What follows belongs to an exercise in optimizing a design on an open flow for small area, a short achievable clock period and few clock cycles per item; a production flow would make more cautious choices. Power is estimated from default activity; no workload was simulated.

==> module lcas_front, before the edit <==
module lcas_front (
    input  logic                      i_clk,
    input  logic                      i_rst_n,
    input  logic                      i_restart,
    input  logic [lcas_pkg::SEGS-1:0] i_sel,
    input  logic                      i_short,
    input  logic [9:0]                i_col_last,
    input  logic [9:0]                i_row_last,
    input  logic                      i_valid,
    input  logic                      i_alive,
    output logic                      o_inflight,
    output logic                      o_push,
    output logic [1:0]                o_res
);
    logic [9:0] r_col;
    logic [9:0] r_row;
    logic [5:0] r_win;
    logic       mid;
    logic       top;
    logic [2:0] column;
    logic [8:0] cells;
    logic       push;
    logic       last;
    logic [8:0] r_cells;
    logic       r_push;
    logic       r_last;
    logic [3:0] cnt_a;
    logic [3:0] cnt_b;
    logic       eq2;
    logic       eq3;
    logic       col_end;
    logic       row_end;
    lcas_ram u_lane_a (
        .i_clk  (i_clk),
        .i_en   (i_valid),
        .i_sel  (i_sel),
        .i_short(i_short),
        .i_data (i_alive),
        .o_data (mid)
    );
    lcas_ram u_lane_b (
        .i_clk  (i_clk),
        .i_en   (i_valid),
        .i_sel  (i_sel),
        .i_short(i_short),
        .i_data (mid),
        .o_data (top)
    );
    assign column = {i_alive, mid, top};
    assign cells  = {column, r_win};
    assign col_end = (r_col == i_col_last);
    assign row_end = (r_row == i_row_last);
    always_ff @(posedge i_clk) begin
        if (!i_rst_n || i_restart) begin
            r_col <= '0;
            r_row <= '0;
            r_win <= '0;
        end else if (i_valid) begin
            r_win <= {column, r_win[5:3]};
            if (col_end) begin
                r_col <= '0;
                r_row <= row_end ? '0 : r_row + 10'd1;
            end else begin
                r_col <= r_col + 10'd1;
            end
        end
    end
    assign o_inflight = push;
    assign push = i_valid && (r_row >= 10'd2) && (r_col >= 10'd2);
    assign last = row_end && col_end;
    always_ff @(posedge i_clk) begin
        if (!i_rst_n) begin
            r_push <= 1'b0;
        end else begin
            r_push <= push;
        end
        r_cells <= cells;
        r_last  <= last;
    end
    function automatic logic [3:0] count4(input logic [3:0] x);
        logic [2:0] p;
        logic [2:0] q;
        p = {x[0] & x[1], x[0] ^ x[1], ~(x[0] | x[1])};
        q = {x[2] & x[3], x[2] ^ x[3], ~(x[2] | x[3])};
        count4[0] = p[0] & q[0];
        count4[1] = (p[0] & q[1]) | (p[1] & q[0]);
        count4[2] = (p[0] & q[2]) | (p[1] & q[1]) | (p[2] & q[0]);
        count4[3] = (p[1] & q[2]) | (p[2] & q[1]);
    endfunction
    assign cnt_a = count4(r_cells[3:0]);
    assign cnt_b = count4({r_cells[8:5]});
    assign eq3   = (cnt_a[0] & cnt_b[3]) | (cnt_a[1] & cnt_b[2]) |
                   (cnt_a[2] & cnt_b[1]) | (cnt_a[3] & cnt_b[0]);
    assign eq2   = (cnt_a[0] & cnt_b[2]) | (cnt_a[1] & cnt_b[1]) | (cnt_a[2] & cnt_b[0]);
    assign o_push = r_push;
    assign o_res  = {eq3 | (r_cells[4] & eq2), r_last};
endmodule
==> module life_cell_automaton_stencil, before the edit <==
module life_cell_automaton_stencil #(
    parameter int unsigned COLS_LIMIT = 512,
    parameter int unsigned MAX_ROWS   = 512
) (
    input  logic                       i_clk,
    input  logic                       i_rst_n,
    input  logic                       i_cfg_we,
    input  logic [1:0]                 i_cfg_index,
    input  logic [lcas_pkg::CFG_W-1:0] i_cfg_data,
    input  logic                       i_cell_valid,
    output logic                       o_cell_stall,
    input  logic                       i_cell_alive,
    output logic                       o_res_valid,
    input  logic                       i_res_stall,
    output logic                       o_next_alive,
    output logic                       o_tile_last
);
    logic [lcas_pkg::CFG_W-1:0] r_cols;
    logic [lcas_pkg::CFG_W-1:0] r_rows;
    logic [9:0]                 cols_eff;
    logic [9:0]                 rows_eff;
    logic [lcas_pkg::SEGS-1:0]  r_sel;
    logic                       r_short;
    logic [9:0]                 r_col_last;
    logic [9:0]                 r_row_last;
    logic                       restart;
    logic                       accept;
    logic                       r_valid;
    logic                       r_alive;
    logic                       r_stall;
    logic                       push;
    logic                       inflight;
    logic                       pop;
    logic [1:0]                 push_res;
    logic [1:0]                 head_res;
    logic                       q_empty;
    logic [lcas_pkg::QCNT_W-1:0] q_count;
    logic [lcas_pkg::QCNT_W-1:0] q_next_count;
    always_ff @(posedge i_clk) begin
        if (!i_rst_n) begin
            r_cols <= lcas_pkg::CFG_W'(320);
            r_rows <= lcas_pkg::CFG_W'(320);
        end else if (i_cfg_we) begin
            unique case (i_cfg_index)
                lcas_pkg::CFG_COLS: r_cols <= i_cfg_data;
                lcas_pkg::CFG_ROWS: r_rows <= i_cfg_data;
                default: ;
            endcase
        end
    end
    assign restart = i_cfg_we &&
        ((i_cfg_index == lcas_pkg::CFG_COLS) || (i_cfg_index == lcas_pkg::CFG_ROWS));
    assign cols_eff = (r_cols == '0) ? 10'd1 :
                      (r_cols > 10'(COLS_LIMIT)) ? 10'(COLS_LIMIT) : r_cols;
    assign rows_eff = (r_rows == '0) ? 10'd1 :
                      (r_rows > 10'(MAX_ROWS)) ? 10'(MAX_ROWS) : r_rows;
    always_ff @(posedge i_clk) begin
        r_short    <= (cols_eff <= 10'd8);
        r_sel      <= (cols_eff <= 10'd8) ? lcas_pkg::SEGS'(cols_eff - 10'd1)
                                          : lcas_pkg::SEGS'(cols_eff - 10'd7);
        r_col_last <= cols_eff + 10'd1;
        r_row_last <= rows_eff + 10'd1;
    end
    assign accept       = i_cell_valid && !r_stall;
    assign o_cell_stall = r_stall;
    always_ff @(posedge i_clk) begin
        if (!i_rst_n) begin
            r_valid <= 1'b0;
            r_stall <= 1'b0;
        end else begin
            r_valid <= accept;
            r_stall <= (32'(q_next_count) + 32'(inflight) + 32'(accept)) >= 32'(lcas_pkg::QUEUE_DEPTH);
        end
        r_alive <= i_cell_alive;
    end
    lcas_front u_front (
        .i_clk     (i_clk),
        .i_rst_n   (i_rst_n),
        .i_restart (restart),
        .i_sel     (r_sel),
        .i_short   (r_short),
        .i_col_last(r_col_last),
        .i_row_last(r_row_last),
        .i_valid   (r_valid),
        .i_alive   (r_alive),
        .o_inflight(inflight),
        .o_push    (push),
        .o_res     (push_res)
    );
    lcas_queue u_queue (
        .i_clk       (i_clk),
        .i_rst_n     (i_rst_n),
        .i_push      (push),
        .i_data      (push_res),
        .i_pop       (pop),
        .o_data      (head_res),
        .o_empty     (q_empty),
        .o_count     (q_count),
        .o_next_count(q_next_count)
    );
    lcas_back u_back (
        .i_clk       (i_clk),
        .i_rst_n     (i_rst_n),
        .i_empty     (q_empty),
        .i_res       (head_res),
        .o_pop       (pop),
        .o_res_valid (o_res_valid),
        .i_res_stall (i_res_stall),
        .o_next_alive(o_next_alive),
        .o_tile_last (o_tile_last)
    );
endmodule
export LEC_CHECK = 0
export CAP_MARGIN = 20
export CORE_MARGIN = 2
export CORE_UTILIZATION = 40
export SLEW_MARGIN = 20
create_clock -name core_clock -period 6.5 [get_ports {i_clk}]
run.sh (not shown) runs the stock make flow with config.mk's settings and CLKGATE_MAP_FILE= SYNTH_SCRIPT=/design/flow/synth_recipe.tcl, a recipe that flattens the netlist after the stock synthesis.
Edit:
--- a/flow/design.v
+++ b/flow/design.v
@@ -5,7 +5,7 @@
         CFG_COLS = 2'd0,
         CFG_ROWS = 2'd1
     } t_cfg_idx;
-    localparam int unsigned QUEUE_DEPTH = 6;
+    localparam int unsigned QUEUE_DEPTH = 4;
     localparam int unsigned QPTR_W      = $clog2(QUEUE_DEPTH);
     localparam int unsigned QCNT_W      = $clog2(QUEUE_DEPTH + 1);
     localparam logic [3:0] BIRTH_COUNT   = 4'd3;
@@ -50,7 +50,6 @@
     input  logic [9:0]                i_row_last,
     input  logic                      i_valid,
     input  logic                      i_alive,
-    output logic                      o_inflight,
     output logic                      o_push,
     output logic [1:0]                o_res
 );
@@ -61,15 +60,8 @@
     logic       top;
     logic [2:0] column;
     logic [8:0] cells;
-    logic       push;
-    logic       last;
-    logic [8:0] r_cells;
-    logic       r_push;
-    logic       r_last;
-    logic [3:0] cnt_a;
-    logic [3:0] cnt_b;
-    logic       eq2;
-    logic       eq3;
+    logic [3:0] count;
+    logic       next_alive;
     logic       col_end;
     logic       row_end;
     lcas_ram u_lane_a (
@@ -90,6 +82,16 @@
     );
     assign column = {i_alive, mid, top};
     assign cells  = {column, r_win};
+    always_comb begin
+        count = '0;
+        for (int i = 0; i < 9; i++) begin
+            if (i != 4) begin
+                count = count + 4'(cells[i]);
+            end
+        end
+    end
+    assign next_alive = (count == lcas_pkg::BIRTH_COUNT) ||
+                        (cells[4] && (count == lcas_pkg::SURVIVE_COUNT));
     assign col_end = (r_col == i_col_last);
     assign row_end = (r_row == i_row_last);
     always_ff @(posedge i_clk) begin
@@ -107,35 +109,8 @@
             end
         end
     end
-    assign o_inflight = push;
-    assign push = i_valid && (r_row >= 10'd2) && (r_col >= 10'd2);
-    assign last = row_end && col_end;
-    always_ff @(posedge i_clk) begin
-        if (!i_rst_n) begin
-            r_push <= 1'b0;
-        end else begin
-            r_push <= push;
-        end
-        r_cells <= cells;
-        r_last  <= last;
-    end
-    function automatic logic [3:0] count4(input logic [3:0] x);
-        logic [2:0] p;
-        logic [2:0] q;
-        p = {x[0] & x[1], x[0] ^ x[1], ~(x[0] | x[1])};
-        q = {x[2] & x[3], x[2] ^ x[3], ~(x[2] | x[3])};
-        count4[0] = p[0] & q[0];
-        count4[1] = (p[0] & q[1]) | (p[1] & q[0]);
-        count4[2] = (p[0] & q[2]) | (p[1] & q[1]) | (p[2] & q[0]);
-        count4[3] = (p[1] & q[2]) | (p[2] & q[1]);
-    endfunction
-    assign cnt_a = count4(r_cells[3:0]);
-    assign cnt_b = count4({r_cells[8:5]});
-    assign eq3   = (cnt_a[0] & cnt_b[3]) | (cnt_a[1] & cnt_b[2]) |
-                   (cnt_a[2] & cnt_b[1]) | (cnt_a[3] & cnt_b[0]);
-    assign eq2   = (cnt_a[0] & cnt_b[2]) | (cnt_a[1] & cnt_b[1]) | (cnt_a[2] & cnt_b[0]);
-    assign o_push = r_push;
-    assign o_res  = {eq3 | (r_cells[4] & eq2), r_last};
+    assign o_push = i_valid && (r_row >= 10'd2) && (r_col >= 10'd2);
+    assign o_res  = {next_alive, row_end && col_end};
 endmodule
 `timescale 1ns / 1ps
 module lcas_queue (
@@ -256,7 +231,6 @@
     logic                       r_alive;
     logic                       r_stall;
     logic                       push;
-    logic                       inflight;
     logic                       pop;
     logic [1:0]                 push_res;
     logic [1:0]                 head_res;
@@ -296,7 +270,7 @@
             r_stall <= 1'b0;
         end else begin
             r_valid <= accept;
-            r_stall <= (32'(q_next_count) + 32'(inflight) + 32'(accept)) >= 32'(lcas_pkg::QUEUE_DEPTH);
+            r_stall <= (32'(q_next_count) + 32'(accept)) >= 32'(lcas_pkg::QUEUE_DEPTH);
         end
         r_alive <= i_cell_alive;
     end
@@ -310,7 +284,6 @@
         .i_row_last(r_row_last),
         .i_valid   (r_valid),
         .i_alive   (r_alive),
-        .o_inflight(inflight),
         .o_push    (push),
         .o_res     (push_res)
     );
Result: Core utilization decreases by 0.53 points; non-clock buffer count increases by 1; synthesized area decreases by 1.4%; sequential share of layout area increases by 0.62 points; worst setup slack is better by 0.39 ns; combinational power increases by 9.0%; maximum frequency increases by 11%; die area decreases by 1.4%; power decreases by 1.3%; design area decreases by 1.9%.
No run of this note included a check of the RTL's function; only the layout flow was run.

afterwards: timing with drivers on the ports:
How much do the figures lean on ideal ports? The routed layouts below were timed once more, with nothing changed but the port constraints.
Step 1: set_driving_cell puts a clkbuf_16 on i_clk and a buf_2 on each other input, an assumption about the parent block.
Step 2 also shifts input and output timing later by t, the mid clock arrival at the registers, as if the neighbouring blocks saw the same clock.
Slacks: ideal ports / drivers / drivers and shift; pairs: ideal ports / drivers.
run	shift t [ns]	setup slack, ns	worst slew at a driven data input, ns
the first run	0.710	2.617 / 2.617 / 2.617	0.04
the second run	0.704	3.010 / 3.010 / 3.010	0.03
After both steps every run listed still meets setup and hold.
